Source: an optimization exercise on an open RTL-to-GDS flow (aim: small area). Production flows keep margins and buffers that such runs may drop.
In this exercise RTL edits were held to simulation tests only and were not proved equivalent to the original.
Power and IR drop assume default switching activity. The clock port is modelled as an ideal driver; clocking choices that lean on that would not hold on a real chip.

==> 09-12: inputs <==
// pcie_pio_completer
module pcie_pio_completer #(
    parameter int C_DATA_WIDTH   = 64,
    parameter int KEEP_WIDTH     = C_DATA_WIDTH / 8,
    parameter int REG_ADDR_WIDTH = 6
) (
    input  logic                      sys_clk,
    input  logic                      sys_reset_n,
    input  logic [C_DATA_WIDTH-1:0]   m_axis_rx_tdata,
    input  logic [KEEP_WIDTH-1:0]     m_axis_rx_tkeep,
    input  logic                      m_axis_rx_tlast,
    input  logic                      m_axis_rx_tvalid,
    input  logic [21:0]               m_axis_rx_tuser,
    output logic                      m_axis_rx_tready,
    output logic [C_DATA_WIDTH-1:0]   s_axis_tx_tdata,
    output logic [KEEP_WIDTH-1:0]     s_axis_tx_tkeep,
    output logic                      s_axis_tx_tlast,
    output logic                      s_axis_tx_tvalid,
    output logic [3:0]                s_axis_tx_tuser,
    input  logic                      s_axis_tx_tready,
    input  logic [7:0]                cfg_bus_number,
    input  logic [4:0]                cfg_device_number,
    input  logic [2:0]                cfg_function_number,
    output logic                      cfg_trn_pending,
    output logic                      reg_wr_strobe,
    output logic [REG_ADDR_WIDTH-1:0] reg_wr_addr
);
    localparam int NW = 2**REG_ADDR_WIDTH;
    localparam logic [3:0] S_RST   = 4'd0;    
    localparam logic [3:0] S_IDLE  = 4'd1;    
    localparam logic [3:0] S_IDLES = 4'd2;    
    localparam logic [3:0] S_HR32  = 4'd3;    
    localparam logic [3:0] S_HR64  = 4'd4;    
    localparam logic [3:0] S_HW32  = 4'd5;    
    localparam logic [3:0] S_HW64  = 4'd6;    
    localparam logic [3:0] S_DATA  = 4'd7;    
    localparam logic [3:0] S_DRN   = 4'd8;    
    localparam logic [3:0] S_DRNS  = 4'd9;    
  ...
Settings: LEC_CHECK=0, CAP_MARGIN=20, CORE_MARGIN=2, CORE_UTILIZATION=65, CTS_CLUSTER_DIAMETER=100, CTS_CLUSTER_SIZE=25, SLEW_MARGIN=20; clock period 6.0 ns.
standard.sh (not shown) runs the stock make flow with config.mk's settings and CLKGATE_MAP_FILE= SYNTH_SCRIPT=/design/flow/synth_recipe.tcl, a recipe that flattens the netlist after the stock synthesis.
==> flow/flow/run.sh <==
#!/bin/bash
set -euo pipefail
export BUFFER_PORTS_ARGS="-buffer_cell sky130_fd_sc_hd__buf_1"
export CTS_ARGS="-sink_clustering_enable -repair_clock_nets -sink_clustering_size 25 -sink_clustering_max_diameter 100 -dont_use_dummy_load"
bash standard.sh > standard_flow.log 2>&1
==> 02-27: changes against 09-12 <==
--- a/flow/design.v
+++ b/flow/design.v
@@ -128,19 +128,22 @@
             for (int unsigned i = 0; i < 32; i++)
                 regs_q[w][i] <= (regs_q[w][i] && !wr_be[w][i/8]) || (wr_col[i] && wr_be[w][i/8]);
     end
     logic [31:0] rd_q;
     assign tx_b1 = (st_q == S_B1) || (st_q == S_B1U);
     assign tx_ur = (st_q == S_B0U) || (st_q == S_B1U);
-    always_ff @(posedge sys_clk) rd_q <= {32{valid_q[idx_q]}} & rd_word;
-    always_comb begin
-        rd_word = '0;
-        for (int w = 0; w < NW; w++) begin
-            rd_sel[w] = (idx_q == 6'(w));
-            rd_word = rd_word | ({32{rd_sel[w]}} & regs_q[w]);
+    always_ff @(posedge sys_clk) rd_q <= rd_word;
+    always_comb
+        for (int w = 0; w < NW; w++)
+            rd_sel[w] = (idx_q == 6'(w)) && valid_q[w];
+    for (genvar i = 0; i < 32; i++) begin : g_rd
+        logic [NW-1:0] col;
+        for (genvar w = 0; w < NW; w++) begin : g_w
+            assign col[w] = regs_q[w][i];
         end
+        pcie_pio_rd_bit u_bit (.sel(rd_sel), .d(col), .y(rd_word[i]));
     end
     always_comb begin
         byte_cnt = 12'd1;
         casez (be_q)
             4'b1??1:                   byte_cnt = 12'd4;
             4'b01?1, 4'b1?10:          byte_cnt = 12'd3;
@@ -171,6 +174,26 @@
     assign s_axis_tx_tuser  = '0;
     assign m_axis_rx_tready = !(st_q == S_RST) && !(st_q[3] && st_q[2]);
     assign cfg_trn_pending  = st_q[3] && st_q[2];
     assign reg_wr_strobe    = (st_q == S_IDLES) || (st_q == S_DRNS);
     assign reg_wr_addr      = idx_q;
 endmodule
+module pcie_pio_rd_bit (
+    input  logic [63:0] sel,
+    input  logic [63:0] d,
+    output logic        y
+);
+    logic [21:0] n;
+    for (genvar g = 0; g < 21; g++) begin : g_aoi
+        pcie_pio_aoi222 u_aoi (.a0(sel[3*g]),   .b0(d[3*g]),
+                               .a1(sel[3*g+1]), .b1(d[3*g+1]),
+                               .a2(sel[3*g+2]), .b2(d[3*g+2]), .y(n[g]));
+    end
+    assign n[21] = !(sel[63] && d[63]);
+    assign y = !(&n);
+endmodule
+module pcie_pio_aoi222 (
+    input  logic a0, b0, a1, b1, a2, b2,
+    output logic y
+);
+    assign y = !((a0 && b0) || (a1 && b1) || (a2 && b2));
+endmodule
==> flow/run.sh (new file) <==
#!/bin/bash
# synth_recipe.tcl (not shown) runs the flow's synth.tcl, then flattens the netlist and writes it again
# the make line also repeats each setting of config.mk as NAME=value (left out here)
make -C /OpenROAD-flow-scripts/flow DESIGN_CONFIG=/design/flow/config.mk WORK_HOME=/design/flow/orfs CLKGATE_MAP_FILE= SYNTH_SCRIPT=/design/flow/synth_recipe.tcl finish
SYNTH_HIERARCHICAL = 1   (was not set)
removed: flow/flow/run.sh
removed: flow/standard.sh
==> 07-19: changes against 09-12 <==
--- a/flow/design.v
+++ b/flow/design.v
@@ -128,19 +128,22 @@
             for (int unsigned i = 0; i < 32; i++)
                 regs_q[w][i] <= (regs_q[w][i] && !wr_be[w][i/8]) || (wr_col[i] && wr_be[w][i/8]);
     end
     logic [31:0] rd_q;
     assign tx_b1 = (st_q == S_B1) || (st_q == S_B1U);
     assign tx_ur = (st_q == S_B0U) || (st_q == S_B1U);
-    always_ff @(posedge sys_clk) rd_q <= {32{valid_q[idx_q]}} & rd_word;
-    always_comb begin
-        rd_word = '0;
-        for (int w = 0; w < NW; w++) begin
-            rd_sel[w] = (idx_q == 6'(w));
-            rd_word = rd_word | ({32{rd_sel[w]}} & regs_q[w]);
+    always_ff @(posedge sys_clk) rd_q <= rd_word;
+    always_comb
+        for (int w = 0; w < NW; w++)
+            rd_sel[w] = (idx_q == 6'(w)) && valid_q[w];
+    for (genvar i = 0; i < 32; i++) begin : g_rd
+        logic [NW-1:0] col;
+        for (genvar w = 0; w < NW; w++) begin : g_w
+            assign col[w] = regs_q[w][i];
         end
+        pcie_pio_rd_bit u_bit (.sel(rd_sel), .d(col), .y(rd_word[i]));
     end
     always_comb begin
         byte_cnt = 12'd1;
         casez (be_q)
             4'b1??1:                   byte_cnt = 12'd4;
             4'b01?1, 4'b1?10:          byte_cnt = 12'd3;
@@ -171,6 +174,26 @@
     assign s_axis_tx_tuser  = '0;
     assign m_axis_rx_tready = !(st_q == S_RST) && !(st_q[3] && st_q[2]);
     assign cfg_trn_pending  = st_q[3] && st_q[2];
     assign reg_wr_strobe    = (st_q == S_IDLES) || (st_q == S_DRNS);
     assign reg_wr_addr      = idx_q;
 endmodule
+module pcie_pio_rd_bit (
+    input  logic [63:0] sel,
+    input  logic [63:0] d,
+    output logic        y
+);
+    logic [21:0] n;
+    for (genvar g = 0; g < 21; g++) begin : g_aoi
+        pcie_pio_aoi222 u_aoi (.a0(sel[3*g]),   .b0(d[3*g]),
+                               .a1(sel[3*g+1]), .b1(d[3*g+1]),
+                               .a2(sel[3*g+2]), .b2(d[3*g+2]), .y(n[g]));
+    end
+    assign n[21] = !(sel[63] && d[63]);
+    assign y = !(&n);
+endmodule
+module pcie_pio_aoi222 (
+    input  logic a0, b0, a1, b1, a2, b2,
+    output logic y
+);
+    assign y = !((a0 && b0) || (a1 && b1) || (a2 && b2));
+endmodule
CORE_UTILIZATION = 70   (was 65)
SYNTH_HIERARCHICAL = 1   (was not set)
==> 04-15: changes against 09-12 <==
--- a/flow/design.v
+++ b/flow/design.v
@@ -128,19 +128,22 @@
             for (int unsigned i = 0; i < 32; i++)
                 regs_q[w][i] <= (regs_q[w][i] && !wr_be[w][i/8]) || (wr_col[i] && wr_be[w][i/8]);
     end
     logic [31:0] rd_q;
     assign tx_b1 = (st_q == S_B1) || (st_q == S_B1U);
     assign tx_ur = (st_q == S_B0U) || (st_q == S_B1U);
-    always_ff @(posedge sys_clk) rd_q <= {32{valid_q[idx_q]}} & rd_word;
-    always_comb begin
-        rd_word = '0;
-        for (int w = 0; w < NW; w++) begin
-            rd_sel[w] = (idx_q == 6'(w));
-            rd_word = rd_word | ({32{rd_sel[w]}} & regs_q[w]);
+    always_ff @(posedge sys_clk) rd_q <= rd_word;
+    always_comb
+        for (int w = 0; w < NW; w++)
+            rd_sel[w] = (idx_q == 6'(w)) && valid_q[w];
+    for (genvar i = 0; i < 32; i++) begin : g_rd
+        logic [NW-1:0] col;
+        for (genvar w = 0; w < NW; w++) begin : g_w
+            assign col[w] = regs_q[w][i];
         end
+        pcie_pio_rd_bit u_bit (.sel(rd_sel), .d(col), .y(rd_word[i]));
     end
     always_comb begin
         byte_cnt = 12'd1;
         casez (be_q)
             4'b1??1:                   byte_cnt = 12'd4;
             4'b01?1, 4'b1?10:          byte_cnt = 12'd3;
@@ -171,6 +174,26 @@
     assign s_axis_tx_tuser  = '0;
     assign m_axis_rx_tready = !(st_q == S_RST) && !(st_q[3] && st_q[2]);
     assign cfg_trn_pending  = st_q[3] && st_q[2];
     assign reg_wr_strobe    = (st_q == S_IDLES) || (st_q == S_DRNS);
     assign reg_wr_addr      = idx_q;
 endmodule
+module pcie_pio_rd_bit (
+    input  logic [63:0] sel,
+    input  logic [63:0] d,
+    output logic        y
+);
+    logic [21:0] n;
+    for (genvar g = 0; g < 21; g++) begin : g_aoi
+        pcie_pio_aoi222 u_aoi (.a0(sel[3*g]),   .b0(d[3*g]),
+                               .a1(sel[3*g+1]), .b1(d[3*g+1]),
+                               .a2(sel[3*g+2]), .b2(d[3*g+2]), .y(n[g]));
+    end
+    assign n[21] = !(sel[63] && d[63]);
+    assign y = !(&n);
+endmodule
+module pcie_pio_aoi222 (
+    input  logic a0, b0, a1, b1, a2, b2,
+    output logic y
+);
+    assign y = !((a0 && b0) || (a1 && b1) || (a2 && b2));
+endmodule
==> flow/flow/run.sh (replaced) <==
#!/bin/bash
set -euo pipefail
export BUFFER_PORTS_ARGS="-buffer_cell sky130_fd_sc_hd__buf_1"
export CTS_ARGS="-sink_clustering_enable -repair_clock_nets -sink_clustering_size 30 -sink_clustering_max_diameter 100 -dont_use_dummy_load"
bash standard.sh > standard_flow.log 2>&1
CORE_UTILIZATION = 75   (was 65)
CTS_CLUSTER_SIZE = 30   (was 25)
PLACE_DENSITY = 0.85   (was not set)
SYNTH_HIERARCHICAL = 1   (was not set)
==> comparison table <==
	07-19	04-15	09-12	02-27
Run status	no timing/DRC/antenna violations	no timing/DRC/antenna violations	no timing/DRC/antenna violations	no timing/DRC/antenna violations
Post-synthesis compound-gate area fraction	0.1221	0.1221	0.1159	0.1221
Area of the multi-input gates	0.01380 mm2	0.01382 mm2	0.01728 mm2	0.01378 mm2
Distinct cell type count of the synthesized netlist	73	73	75	73
Number of signal-net inverters in the final layout	11	11	14	11
Int Power	20.98 mW	20.58 mW	21.54 mW	21.33 mW
Fraction of the cycle the final worst path needs	0.7869	0.9214	0.7750	0.8620
Starting utilization of the core area	0.7034	0.7592	0.6528	0.6569
Met1 usage	0.4987	0.5780	0.6923	0.4768
Depth of the worst register-to-register path	8	7	7	8
Worst hold slack	0.3970 ns	0.4875 ns	0.3244 ns	0.2525 ns
Multi-Input Combinational	1804	1804	2512	1804
Placeable core area	0.1122 mm2	0.1039 mm2	0.1272 mm2	0.1201 mm2
Clock transition at the registers of the reported paths	0.10 ns	0.11 ns	0.10 ns	0.09 ns
Count of non-CTS buffers in the layout	352	316	620	377

==> separate check: timing with driven ports <==
In the flow no input, the clock included, has a driving cell. The finished layouts below were timed again as built, in two steps.
Step 1, drivers: a clkbuf_16 drives sys_clk and a buf_2 each remaining input, both assumed.
Step 2 also shifts input and output timing later by t, the mid clock arrival at the registers, as if the neighbouring blocks saw the same clock.
Slacks: no drivers / after step 1 / after step 2; pairs: no drivers / after step 1.
| run | shift t [ns] | setup WS [ns] | clock arrival spread, ns | cell pins on the clock port's net |
|---|---|---|---|---|
| 09-12 | 0.828 | 1.350 / 1.268 / 1.480 | 0.086 / 0.087 | 1 |
| 02-27 | 0.802 | 0.828 / 0.740 / 0.902 | 0.031 / 0.031 | 1 |
| 07-19 | 0.786 | 1.279 / 1.195 / 1.265 | 0.071 / 0.071 | 1 |
| 04-15 | 0.807 | 0.472 / 0.386 / 0.914 | 0.061 / 0.061 | 1 |
After both steps setup and hold are still met in every run listed. The setup slack of 07-19, which loses most, moves by -0.084 ns with the drivers and by -0.014 ns with both steps.
